Source: an optimization exercise on an open RTL-to-GDS flow (aim: small area). Production flows keep margins and buffers that such runs may drop.
The RTL was checked by simulation tests, not by an equivalence proof against the original design.
In every run shown here, the design's own scripts or RTL, not TritonCTS, make the clock network.
The clock input has no modelled driver; a real chip could not lean on it and would need a root buffer or a full tree.
Power and IR drop assume default switching activity.

==> flow/design.v <==
`default_nettype none
package us_pkg;
	localparam int BF_DATA_WIDTH      = 70;   
	localparam int BF_BIT_COUNT_WIDTH = 8;    
	localparam int ACQ_CNT_WIDTH      = 20;   
endpackage
`default_nettype wire
`timescale 1ns/1ps
`default_nettype none
module us_frontend_top (
	input  logic                                 clk,
	input  logic                                 rst_n,
	input  logic                                 bf_spi_start,           
	input  logic                                 bf_tx_en,               
	input  logic [us_pkg::BF_DATA_WIDTH-1:0]      data_in,
	input  logic [us_pkg::BF_BIT_COUNT_WIDTH-1:0] num_of_bit,
	input  logic [us_pkg::ACQ_CNT_WIDTH-1:0]      adc_start_length,
	input  logic [us_pkg::ACQ_CNT_WIDTH-1:0]      adc_init_delay,
	input  logic [us_pkg::ACQ_CNT_WIDTH-1:0]      adc_samples_per_echo,
	input  logic                                 spi_sdi,
	output logic                                 spi_cs_n,
	output logic                                 spi_sck,
	output logic                                 spi_sdo,
	output logic                                 bf_spi_done,
	output logic [us_pkg::BF_DATA_WIDTH-1:0]      rd_data,
	output logic                                 bf_tx_en_pin,           
	output logic                                 fifo_en,                
	output logic                                 fsm_done
);
	localparam int DW = us_pkg::BF_DATA_WIDTH;
	localparam int CW = us_pkg::ACQ_CNT_WIDTH;
	logic [1:0]    sp_st;
	logic          sp_d;         
	logic [8:0]    sc;
	logic [DW-1:0] rx_sr;        
	logic [6:0]    b;
	logic [1:0]    r;
	logic          sp_idle, sp_dly, sp_frm, sp_post;
	logic          sp_start, b_zero, r_two, r_zero, sp_step, sp_adv;
	logic          rx_shift, rx_hold;
	logic [DW:0]   tx_ext;       
	logic [71:0]   tx_pad;
	logic [7:0]    b_lo;         
	logic [8:0]    b_hi;         
	logic [8:0]    tx_grp;       
	assign b        = sc[8:2];
	assign r        = sc[1:0];
	assign sp_idle  = ~sp_st[1] & ~sp_st[0];
	assign sp_dly   = ~sp_st[1] &  sp_st[0];
	assign sp_frm   =  sp_st[1] &  sp_st[0];
	assign sp_post  =  sp_st[1] & ~sp_st[0];
	assign sp_start = sp_idle & bf_spi_start & ~sp_d;
	assign b_zero   = ~|b;
	assign r_two    = r[1] & ~r[0];
	assign r_zero   = ~r[1] & ~r[0];
	assign sp_step  = b_zero & r_two;
	assign sp_adv   = sp_start | (sp_st[0] & sp_step) | (sp_post & r_zero);
	assign rx_shift = sp_frm & r_two & ~b_zero;
	assign rx_hold  = ~rx_shift & ~sp_dly;
	assign tx_ext   = {data_in, data_in[0]};
	assign tx_pad   = {1'b0, tx_ext};
	for (genvar k = 0; k < 8; k++) begin : g_lo
		assign b_lo[k] = (b[2:0] == 3'(k));
	end
	for (genvar j = 0; j < 9; j++) begin : g_hi
		assign b_hi[j]   = sp_frm & (b[6:3] == 4'(j));
		assign tx_grp[j] = |(b_lo & tx_pad[8*j +: 8]);
	end
	always_ff @(posedge clk or negedge rst_n) begin
		if (!rst_n) begin
			sp_st <= 2'b00;
			sp_d  <= 1'b0;
		end else begin
			sp_d <= bf_spi_start;
			if (sp_adv)
				sp_st <= {sp_st[0], ~sp_st[1]};
		end
	end
	always_ff @(posedge clk) begin
		if (sp_start)
			sc <= {7'd3, 2'd0};
		else if (sp_dly && sp_step)
			sc <= {num_of_bit[6:0], 2'd3};
		else
			sc <= sc - 9'd1;
		rx_sr <= ({DW{rx_shift}} & {rx_sr[DW-2:0], spi_sdi}) | ({DW{rx_hold}} & rx_sr);
	end
	assign spi_cs_n    = ~sp_frm;
	assign spi_sck     = sp_frm & ~r[1];
	assign spi_sdo     = |(b_hi & tx_grp);
	assign bf_spi_done = sp_post & r_zero;
	assign rd_data     = rx_sr;
	logic [2:0]    ac_st;
	logic          ac_d;         
	logic [CW-1:0] cn;           
	logic [CW:0]   cn_ones;      
	logic [CW-1:0] cn_inc;
	logic          c_one;
	logic          ac_adv, ld_k, ld_1, ld_2, ld_3, cnt;
	assign cn_ones[0] = 1'b1;
	for (genvar i = 0; i < CW; i++) begin : g_inc
		assign cn_ones[i+1] = cn_ones[i] & cn[i];
		assign cn_inc[i]    = cn[i] ^ cn_ones[i];
	end
	assign c_one = ~cn[0] & &cn[CW-1:1];
	assign ac_adv = (~ac_st[2] & ~ac_st[0] & bf_tx_en & ~ac_d)    
	              | (ac_st[2] & ~ac_st[1])                         
	              | ((ac_st[0] | ac_st[1]) & ~(ac_st[2] & ~ac_st[1]) & c_one);
	assign ld_k = ac_adv & ~ac_st[0];                 
	assign ld_1 = ac_adv &  ac_st[0] & ~ac_st[1];     
	assign ld_2 = ac_adv &  ac_st[1] & ~ac_st[2];     
	assign ld_3 = ac_adv &  ac_st[2] &  ac_st[0];     
	assign cnt  = ~ac_adv;
	always_ff @(posedge clk or negedge rst_n) begin
		if (!rst_n) begin
			ac_st <= 3'b000;
			ac_d  <= 1'b0;
		end else begin
			ac_d <= bf_tx_en;
			if (ac_adv)
				ac_st <= {ac_st[1:0], ~ac_st[2]};
		end
	end
	always_ff @(posedge clk) begin
		cn <= ~(({CW{ld_1}} & adc_start_length)
		      | ({CW{ld_2}} & adc_init_delay)
		      | ({CW{ld_3}} & adc_samples_per_echo)
		      | ({CW{ld_k}} & CW'(11))
		      | ({CW{cnt}} & ~cn_inc));
	end
	assign bf_tx_en_pin = ac_st[1] & ~ac_st[2];
	assign fifo_en      = ac_st[1] & ~ac_st[0];
	assign fsm_done     = ac_st[2] & ~ac_st[1];
endmodule
`default_nettype wire
==> flow/flow/run.sh <==
#!/bin/bash
# Standard layout with two changes:
#  - synthesis maps the logic with flow/abc_area.script (area-oriented
#    ABC mapping) instead of ORFS's speed script; everything else in the
#    synthesis, including the register mapping and names, is the standard one
#  - the smallest buffer (buf_1) on every port
#  - a one-level clock tree (flow/manual_cts.tcl) instead of TritonCTS
set -euo pipefail
export CTS_K=3 CTS_BUF=sky130_fd_sc_hd__clkbuf_16 CTS_NET=clk
W=$(pwd)
sed 's|^  log_cmd abc {\*}\$abc_args$|  set abc_args [lreplace $abc_args 1 1 '"$W"'/flow/abc_area.script]\n  log_cmd abc {*}$abc_args|' \
	"$FLOW_HOME/scripts/synth.tcl" > "$W/synth_area.tcl"
grep -q "flow/abc_area.script" "$W/synth_area.tcl"
sed 's|source \$::env(SCRIPTS_DIR)/synth.tcl|source '"$W"'/synth_area.tcl|' "$W/synth_recipe.tcl" > "$W/area_synth.tcl"
grep -q "synth_area.tcl" "$W/area_synth.tcl"
bash standard.sh SYNTH_SCRIPT="$W/area_synth.tcl" \
	BUFFER_PORTS_ARGS="-buffer_cell sky130_fd_sc_hd__buf_1" RECOVER_POWER=100 PRE_CTS_TCL="$W/flow/manual_cts.tcl" finish > standard.log 2>&1
==> flow/flow/abc_area.script <==
&get -n
&st
&dch
&nf -R 1000 -p -C 32
&put
==> flow/flow/manual_cts.tcl <==
# Sourced before ORFS's CTS step (PRE_CTS_TCL).  Replaces clock_tree_synthesis
# with a one-level clock tree: the flip-flops are split into CTS_K groups by
# location (k-means), each group driven by one CTS_BUF placed at its centre,
# and every group buffer driven straight from the clock net.  All flip-flops
# sit behind exactly one buffer of the same type.
proc clock_tree_synthesis { args } {
  set db [ord::get_db]
  set block [ord::get_db_block]
  set k $::env(CTS_K)
  set master [$db findMaster $::env(CTS_BUF)]
  set clk_net [$block findNet $::env(CTS_NET)]
  set sinks {}
  set xs {}
  set ys {}
  foreach it [$clk_net getITerms] {
    set inst [$it getInst]
    set bb [$inst getBBox]
    lappend sinks $it
    lappend xs [expr {([$bb xMin] + [$bb xMax]) / 2.0}]
    lappend ys [expr {([$bb yMin] + [$bb yMax]) / 2.0}]
  }
  set n [llength $sinks]
  puts "manual CTS: $n sinks, $k groups of $::env(CTS_BUF)"
  # initial centres: spread along the sinks sorted by x+y
  set order [lsort -real -indices [lmap x $xs y $ys { expr {$x + $y} }]]
  set cx {}
  set cy {}
  for { set c 0 } { $c < $k } { incr c } {
    set i [lindex $order [expr {int(($c + 0.5) * $n / $k)}]]
    lappend cx [lindex $xs $i]
    lappend cy [lindex $ys $i]
  }
  set maxsz [expr {int(ceil(double($n) / $k))}]
  for { set iter 0 } { $iter < 50 } { incr iter } {
    # balanced assignment: nearest centre with room, farthest sinks first
    set cnt [lrepeat $k 0]
    set asg [lrepeat $n -1]
    set pairs {}
    for { set i 0 } { $i < $n } { incr i } {
      for { set c 0 } { $c < $k } { incr c } {
        set dx [expr {[lindex $xs $i] - [lindex $cx $c]}]
        set dy [expr {[lindex $ys $i] - [lindex $cy $c]}]
        lappend pairs [list [expr {abs($dx) + abs($dy)}] $i $c]
      }
    }
    foreach p [lsort -real -index 0 $pairs] {
      lassign $p d i c
      if { [lindex $asg $i] >= 0 || [lindex $cnt $c] >= $maxsz } { continue }
      lset asg $i $c
      lset cnt $c [expr {[lindex $cnt $c] + 1}]
    }
    set sx [lrepeat $k 0.0]
    set sy [lrepeat $k 0.0]
    for { set i 0 } { $i < $n } { incr i } {
      set c [lindex $asg $i]
      lset sx $c [expr {[lindex $sx $c] + [lindex $xs $i]}]
      lset sy $c [expr {[lindex $sy $c] + [lindex $ys $i]}]
    }
    for { set c 0 } { $c < $k } { incr c } {
      if { [lindex $cnt $c] > 0 } {
        lset cx $c [expr {[lindex $sx $c] / [lindex $cnt $c]}]
        lset cy $c [expr {[lindex $sy $c] / [lindex $cnt $c]}]
      }
    }
  }
  for { set c 0 } { $c < $k } { incr c } {
    set inst [odb::dbInst_create $block $master "clkbuf_manual_$c"]
    set net [odb::dbNet_create $block "clknet_manual_$c"]
    $net setSigType CLOCK
    $inst setLocation [expr {int([lindex $cx $c])}] [expr {int([lindex $cy $c])}]
    $inst setPlacementStatus PLACED
    [$inst findITerm A] connect $clk_net
    [$inst findITerm X] connect $net
    puts "manual CTS: group $c, [lindex $cnt $c] sinks, buffer at [lindex $cx $c] [lindex $cy $c]"
  }
  for { set i 0 } { $i < $n } { incr i } {
    set it [lindex $sinks $i]
    $it disconnect
    $it connect [$block findNet "clknet_manual_[lindex $asg $i]"]
  }
}
==> flow/standard.sh <==
#!/bin/bash
# synth_recipe.tcl (not shown) runs the flow's synth.tcl, then flattens the netlist and writes it again
# the make line also repeats each setting of config.mk as NAME=value (left out here)
make -C /OpenROAD-flow-scripts/flow DESIGN_CONFIG=/design/flow/config.mk WORK_HOME=/design/flow/orfs CLKGATE_MAP_FILE= SYNTH_SCRIPT=/design/flow/synth_recipe.tcl "${@:-finish}"
==> flow/config.mk <==
export PLATFORM = sky130hd
export DESIGN_NAME = us_frontend_top
export DESIGN_NICKNAME = us_frontend_top
export VERILOG_FILES = /design/flow/design.v
export SDC_FILE = /design/flow/constraint.sdc
export NUM_CORES = 4
export LEC_CHECK = 0
export CAP_MARGIN = 0
export CORE_MARGIN = 2
export CORE_UTILIZATION = 70
export CTS_BUF_LIST = sky130_fd_sc_hd__clkbuf_8
export SLEW_MARGIN = 0
==> flow/constraint.sdc <==
create_clock -name core_clock -period 5.0 [get_ports {clk}]
set_input_delay 1.0000 -clock core_clock [delete_from_list [all_inputs] [get_ports {clk}]]
set_output_delay 1.0000 -clock core_clock [all_outputs]
set_load 0.01 [all_outputs]
==> metrics.md, run 1 <==
| Metric | Value |
|---|---|
| Via/cell ratio | `6.41` |
| Met2 WL | `6390 um` |
| Main combinational cell family by area after synthesis | `compound AO/OA/AOI/OAI gates` |
| Metal-1 WL | `4710 um` |
| Area of the core | `5890 sq um` |
| Layout Check Fails | `capacitance limit, slew limit` |
| Fin crit share | `0.827` |
| Worst r2r src | `sc[3]` |
| Status | `failed layout checks` |
| Synth top area share | `0.466` |
| Gr ovfl total | `0` |
| Area Overhead vs Synth | `24.5%` |
| Crit path DAT | `4.26 ns` |
| Placer Congestion | `0.944` |
| DIE AREA | `6710 sq um` |
| Top Family by Delay on Critical Path | `compound AO/OA/AOI/OAI gates` |
| Top cells by area, synth | `dfxtp_1, a22o_1, ha_1` |
| Mapped Avg Cell Area | `10.8 sq um` |
| Largest net degree at the start of global routing | `72` |
| Ys Warns | `1` |
| Crit path depth | `7` |
| Row count | `28` |
| Pre-CTS WS | `0.900 ns` |
| Startpoint Class | `flip-flop` |
| Pwr Total | `2.38 mW` |
| Final Setup Violations | `0` |
| Hold Violations, Final | `0` |
| Die Wd | `81.9 um` |
| Reg2Reg Depth | `7` |
| FF-to-FF End | `rx_sr[40]` |
| Antenna cells | `0` |
| Post-CTS resize count | `0` |
| R2R Setup Slk | `0.87 ns` |
| Mapped Cells | `394` |
| Die Height | `81.9 um` |
| Final #Nets | `786` |
| Syn Nets | `557` |
| Sequential area share after synthesis | `0.507` |
| WL met3 | `1140 um` |
| Wire length of the first global-routing pass | `19000 um` |
| IO Count | `220` |
| Post-route antenna net violation count | `0` |
| Initial Util | `0.722` |
| Simple logic cell fraction of the synthesized area | `0.109` |
| Initial DRC count | `455` |
| Slew Viols, Final | `33` |
| Pwr Density | `449 nW/um^2` |
| Final WL | `12600 um` |
| Mux cell area share after synthesis | `0.00530` |
| Min-Delay Path Class | `reg2reg` |
| Tmin final | `4.13 ns` |
| Crit path capture | `rx_sr[40]` |
| Xor/xnor share of the synthesized area | `0.0124` |
| Adder-Cell Fraction of Synth Area | `0.0589` |
| Leak | `1.92 nW` |
| Unrepaired setup endpoints after global routing | `no` |
| Setup TNS after final layout | `0 ns` |
| HPWL Detailed | `9180 um` |
| Yosys top cell by area | `dfxtp_1` |
| DR vias | `4461` |
| Max-cap violations | `1` |
| Post-route DRC | `0` |
| CP endpoint kind | `flip-flop` |
| Crit-path max FO | `71` |
| Buf/Inv on CP | `2` |
| Most frequent cells in the layout | `buf_1, dfxtp_1, a22o_1` |
| Yosys cell types | `33` |
| Input/output buffers | `218` |
| Worst relative slew slack | `-0.619` |
| CP Data Required Time | `5.12 ns` |
| Fraction of final layout cells sized beyond drive strength 1 | `0.0145` |
| Slew @ Worst Pin | `2.43 ns` |
| Compound-gate portion of the synthesized area | `0.302` |
| Synth Cell Area | `4250 sq um` |
| Yosys reg bits | `106` |
| F_max | `242 MHz` |
| Post CTS Setup Buffer Count | `0` |
| Initial antenna violation count | `0` |
| Commonest non-fill, non-tap cell in the layout | `buf_1` |
| Hold buffers post-CTS | `0` |
| Final Util | `0.899` |
| Gr usage total | `0.355` |
| Worst setup path startpoint | `sc[3]` |
| CP max stage delay | `1.88 ns` |
| Number of global-route vias before repair | `4025` |
| CP Cell Sequence | `nor3_1, and3_1, nor3b_1, buf_4, a21oi_1, buf_12, a22o_1` |
| Worst clock skew | `0.00792 ns` |
| Slowest cell on crit path | `a21oi_1` |
| Initial DRT Pass Iterations | `7` |
| Crit Path Class | `reg2reg` |
| Final WS setup | `0.867 ns` |
| Max layer used | `met4` |
| Worst-path clk slew | `0.12 ns` |
| Peak VDD IR | `342 uV` |
| Worst-Skew Late Latency | `0.18 ns` |
| Wire length per cell | `18.2 um` |
[how the worst min path moves through the flow]
| stage | slack (ns) | end | cells past startpoint | from |
|---|---|---|---|---|
| after floorplan | 0.44 | sc[0] | 1 | sc[0] |
| after global placement | 0.46 | rx_sr[69] | 1 | rx_sr[69] |
| after detailed placement | 0.46 | rx_sr[69] | 1 | rx_sr[69] |
| after CTS | 0.46 | rx_sr[69] | 1 | rx_sr[69] |
| after global routing | 0.50 | rx_sr[69] | 1 | rx_sr[69] |
| final | 0.49 | rx_sr[69] | 1 | rx_sr[69] |
[metal layers]
layer / global-route usage / vias up
li1: - / 2063
met1: 0.442 / 2085
met2: 0.602 / 266
met3: 0.0758 / 47
met4: 0.138 / 0
met5: 0.00833 / -
[synth_stat cells]
cell / number
a31o_1: 1
nand2_1: 27
a31oi_1: 3
and3_1: 2
nor3b_1: 6
nand4b_1: 2
mux4_2: 1
a222oi_1: 9
clkinv_1: 6
dfxtp_1: 99
nor2_1: 17
nor3_1: 6
or3_1: 1
ha_1: 20
nor4b_1: 2
nand4_1: 13
a22o_1: 71
xor2_1: 4
or4b_1: 1
a221o_1: 1
dfrtp_1: 7
o31ai_1: 1
xnor2_1: 2
a21oi_1: 11
a311oi_1: 2
and3b_1: 2
nor4_1: 1
and2_0: 1
nor2b_1: 2
a22oi_1: 21
nand3_1: 7
o21ai_0: 26
a221oi_1: 19
[cell type report]
| class | instances | area, sq um |
|---|---|---|
| Inverter | 6 | 22.5 |
| Multi-Input combinational cell | 282 | 2070 |
| Buffer | 3 | 75.1 |
| Sequential cell | 106 | 2160 |
| Fill cell | 268 | 593 |
| Timing Repair Buffer | 224 | 872 |
| Tap cell | 75 | 93.8 |
[sequential cells by signal, summed over array words and instances (netlist names)]
register  count
ac_d          1
ac_st         3
cn           20
rx_sr        70
sc            9
sp_d          1
sp_st         2
[logic make-up after synthesis]
logic type / Yosys count
simple gates: 90
buf+inv: 6
compound gates: 165
flops: 106
xor+xnor: 6
mux: 1
fa+ha+maj: 20
[power by group]
group          total (mW)  internal [mW]  switching [mW]
registers            1.13          0.988           0.141
logic               0.931          0.372           0.559
clock network       0.317          0.113           0.204
[metrics by stage]
stage | hold slack, ns | instances | area, sq um
CTS | 0.461 | 696 | 5320
detailed placement | 0.457 | 693 | 5240
global placement | 0.457 | 693 | 5240
finish | 0.491 | 696 | 5290
global route | 0.501 | 696 | 5290
floorplan | 0.438 | 394 | 4260
==> run 2, diff against run 1 <==
--- a/flow/flow/run.sh
+++ b/flow/flow/run.sh
@@ -6,4 +6,5 @@
 #  - the smallest buffer (buf_1) on every port
 #  - a one-level clock tree (flow/manual_cts.tcl) instead of TritonCTS
+#  - RECOVER_POWER 100: the resizer downsizes cells with timing slack
 set -euo pipefail
 export CTS_K=3 CTS_BUF=sky130_fd_sc_hd__clkbuf_16 CTS_NET=clk
--- a/flow/config.mk
+++ b/flow/config.mk
@@ -8,5 +8,5 @@
 export CAP_MARGIN = 0
 export CORE_MARGIN = 2
-export CORE_UTILIZATION = 70
+export CORE_UTILIZATION = 60
 export CTS_BUF_LIST = sky130_fd_sc_hd__clkbuf_8
 export SLEW_MARGIN = 0
==> run 2 against run 1 <==
Compared with the run above: now clean on timing, DRC and antenna; utilization shrank 12 points; sequential cell count is the same; sequential share of layout area shrank 0.21 points.
==> metrics.md, run 2 <==
| Metric | Value |
|---|---|
| Status | `finished clean` |
| Post-synth EDFFs | `0` |
| Synth Cell Area | `4250 sq um` |
| Unrepaired setup endpoints after global routing | `no` |
| Busiest layer in global routing | `met2` |
| Fraction of final layout cells sized beyond drive strength 1 | `0.0161` |
| Area of the core | `6830 sq um` |
| Worst-Skew Late Latency | `0.18 ns` |
| Peak VDD IR | `296 uV` |
| Fill count | `536` |
| Async SR Flop Fraction | `0.0660` |
| Ys Warns | `1` |
| Reg2Reg Depth | `21` |
| CP endpoint kind | `flip-flop` |
| Crit Path Class | `reg2reg` |
| Startpoint Class | `flip-flop` |
| Final #Nets | `786` |
| Gr usage total | `0.260` |
| Area Overhead vs Synth | `25.1%` |
| Most frequent cells in the layout | `buf_1, dfxtp_1, a22o_1` |
| Hold slack | `0.487 ns` |
| Ys flop type | `dfxtp_1` |
| Wire length of the first global-routing pass | `16600 um` |
| Top reg by flops | `rx_sr` |
| Number of global-route vias before repair | `3593` |
| Sequential area share after synthesis | `0.507` |
| Worst setup path startpoint | `cn[0]` |
| Final WL | `11500 um` |
| CP Data Required Time | `5.10 ns` |
| Crit-path max FO | `3` |
| Post-CTS resize count | `0` |
| Slew @ Worst Pin | `1.36 ns` |
| Commonest non-fill, non-tap cell in the layout | `buf_1` |
| Final Setup Violations | `0` |
| F_max | `240 MHz` |
| Die Wd | `88.2 um` |
| Biggest regs | `rx_sr: 70 flops, cn: 20 flops, sc: 9 flops` |
| DIE AREA | `7780 sq um` |
| Top-count cell post-synth | `dfxtp_1` |
| Worst clock skew | `0.0101 ns` |
| HPWL Detailed | `8540 um` |
| Gr ovfl total | `0` |
| Top post-synthesis cells by count | `dfxtp_1, a22o_1, nand2_1, o21ai_0, a22oi_1` |
| Post-route antenna net violation count | `0` |
| Wire length per cell | `16.0 um` |
| Max-cap violations | `0` |
| Top cells by area, synth | `dfxtp_1, a22o_1, ha_1` |
| Synth top area share | `0.466` |
| Antenna cells | `0` |
| Placer Congestion | `0.896` |
| Initial antenna violation count | `0` |
| Mapped Avg Cell Area | `10.8 sq um` |
| Slew Viols, Final | `0` |
| Setup TNS after final layout | `0 ns` |
| Largest net degree at the start of global routing | `72` |
| Hold depth | `1` |
| GR Util met1 | `0.341` |
| HP Start | `rx_sr[69]` |
| FF-to-FF End | `cn[19]` |
| Input/output buffers | `218` |
| Hold buffers post-CTS | `0` |
| Worst Hold End | `rx_sr[69]` |
| Yosys cell types | `33` |
| Initial DRC count | `340` |
| DR vias | `4299` |
| Row count | `30` |
| R2R Setup Slk | `0.83 ns` |
| Worst-path clk slew | `0.12 ns` |
| Via/cell ratio | `6.00` |
| Syn Nets | `557` |
| Worst r2r src | `cn[0]` |
| Die Height | `88.2 um` |
| Area of the multi-input gates | `2090 sq um` |
| IO Count | `220` |
| Mapped Cells | `394` |
| Post-route DRC | `0` |
| Pwr Density | `440 nW/um^2` |
| Initial DRT Pass Iterations | `5` |
| Post CTS Setup Buffer Count | `0` |
| Leak | `1.91 nW` |
| Initial Util | `0.622` |
| Sequential cell area | `2160 sq um` |
| Max FFs per register | `70` |
| Yosys reg bits | `106` |
| Fin crit share | `0.835` |
| Tmin final | `4.17 ns` |
| Worst relative slew slack | `0.0922` |
| Hold Violations, Final | `0` |
| Grt met3 use | `0.0330` |
| Yosys top cell by area | `dfxtp_1` |
| Min-Delay Path Class | `reg2reg` |
| Routing usage on met2 | `0.465` |
| Crit path DAT | `4.28 ns` |
run 2: kinds of logic after synthesis:
| group | share of synthesized area |
|---|---|
| XOR/XNOR | 0.0124 |
| flip-flops | 0.507 |
| adder cells (fa/ha/maj) | 0.0589 |
| buffers and inverters | 0.00530 |
| AO/OA/AOI/OAI | 0.302 |
| AND/OR/NAND/NOR | 0.109 |
| multiplexers | 0.00530 |
run 2: how the worst max path moves through the flow:
stage / end / slack (ns) / cells after the start
finish: cn[19] / 0.83 / 21
detailed placement: cn[19] / 0.83 / 21
global route: cn[19] / 0.56 / 21
global placement: cn[19] / 0.97 / 21
CTS: cn[19] / 0.83 / 21
floorplan: rx_sr[0] / 0.38 / 5
run 2: final cells by class:
type                    count  share of cell area
multi-input cells         282               0.394
flip-flops and latches    106               0.405
plain buffers               3              0.0141
well taps                  96              0.0226
repair buffers            224               0.160
inverters                   6             0.00423
run 2: through the flow:
step / util / cell area [sq um] / setup WS [ns] / cells / total power [mW]
2_1_floorplan: - / 4260 / 0.384 / 394 / 1.74
6_report: 0.779 / 5320 / 0.825 / 717 / 2.34
3_3_place_gp: 0.770 / 5260 / 0.969 / 714 / 2.00
4_1_cts: 0.781 / 5330 / 0.825 / 717 / 2.29
5_1_grt: 0.779 / 5320 / 0.563 / 717 / 2.50
3_5_place_dp: 0.770 / 5260 / 0.833 / 714 / 2.05
run 2: power by group:
part	switching [mW]	internal, mW	total, mW
Clock	0.198	0.113	0.311
Combinational	0.543	0.357	0.900
Sequential	0.145	0.988	1.13
Total	0.885	1.46	2.34
run 2: metal layers:
metal  up-vias  share of wire
met2       219           0.49
met3        22          0.085
met5         -              0
li1       2062              -
met4         0          0.023
met1      1996           0.40
run 2: worst max-delay path, cell delays in order (launching register included):
cell      delay (ns)
dfxtp_1         0.35
ha_1            0.20
ha_1            0.18
ha_1            0.19
ha_1            0.19
ha_1            0.19
ha_1            0.18
ha_1            0.18
ha_1            0.18
ha_1            0.18
ha_1            0.18
ha_1            0.18
ha_1            0.18
ha_1            0.18
ha_1            0.18
ha_1            0.19
ha_1            0.19
ha_1            0.18
ha_1            0.19
xor2_1          0.13
o21ai_0         0.08
a221oi_1        0.21

## re-timing with driven ports
The results above use ideal ports. As a check the final layouts listed here were re-extracted and re-timed, cells and wires unchanged. Step 1, drivers: a clkbuf_16 drives clk and a buf_2 each remaining input, both assumed. Step 2 also shifts input and output timing later by t, the mid clock arrival at the registers, as if the neighbouring blocks saw the same clock. Slacks: ideal / step 1 / step 2; pairs: ideal / step 1.
run	t (ns)	setup WS [ns]	cell pins on the clock port's net
run 1	0.236	0.867 / 0.867 / 0.867	3
run 2	0.236	0.825 / 0.825 / 0.825	3
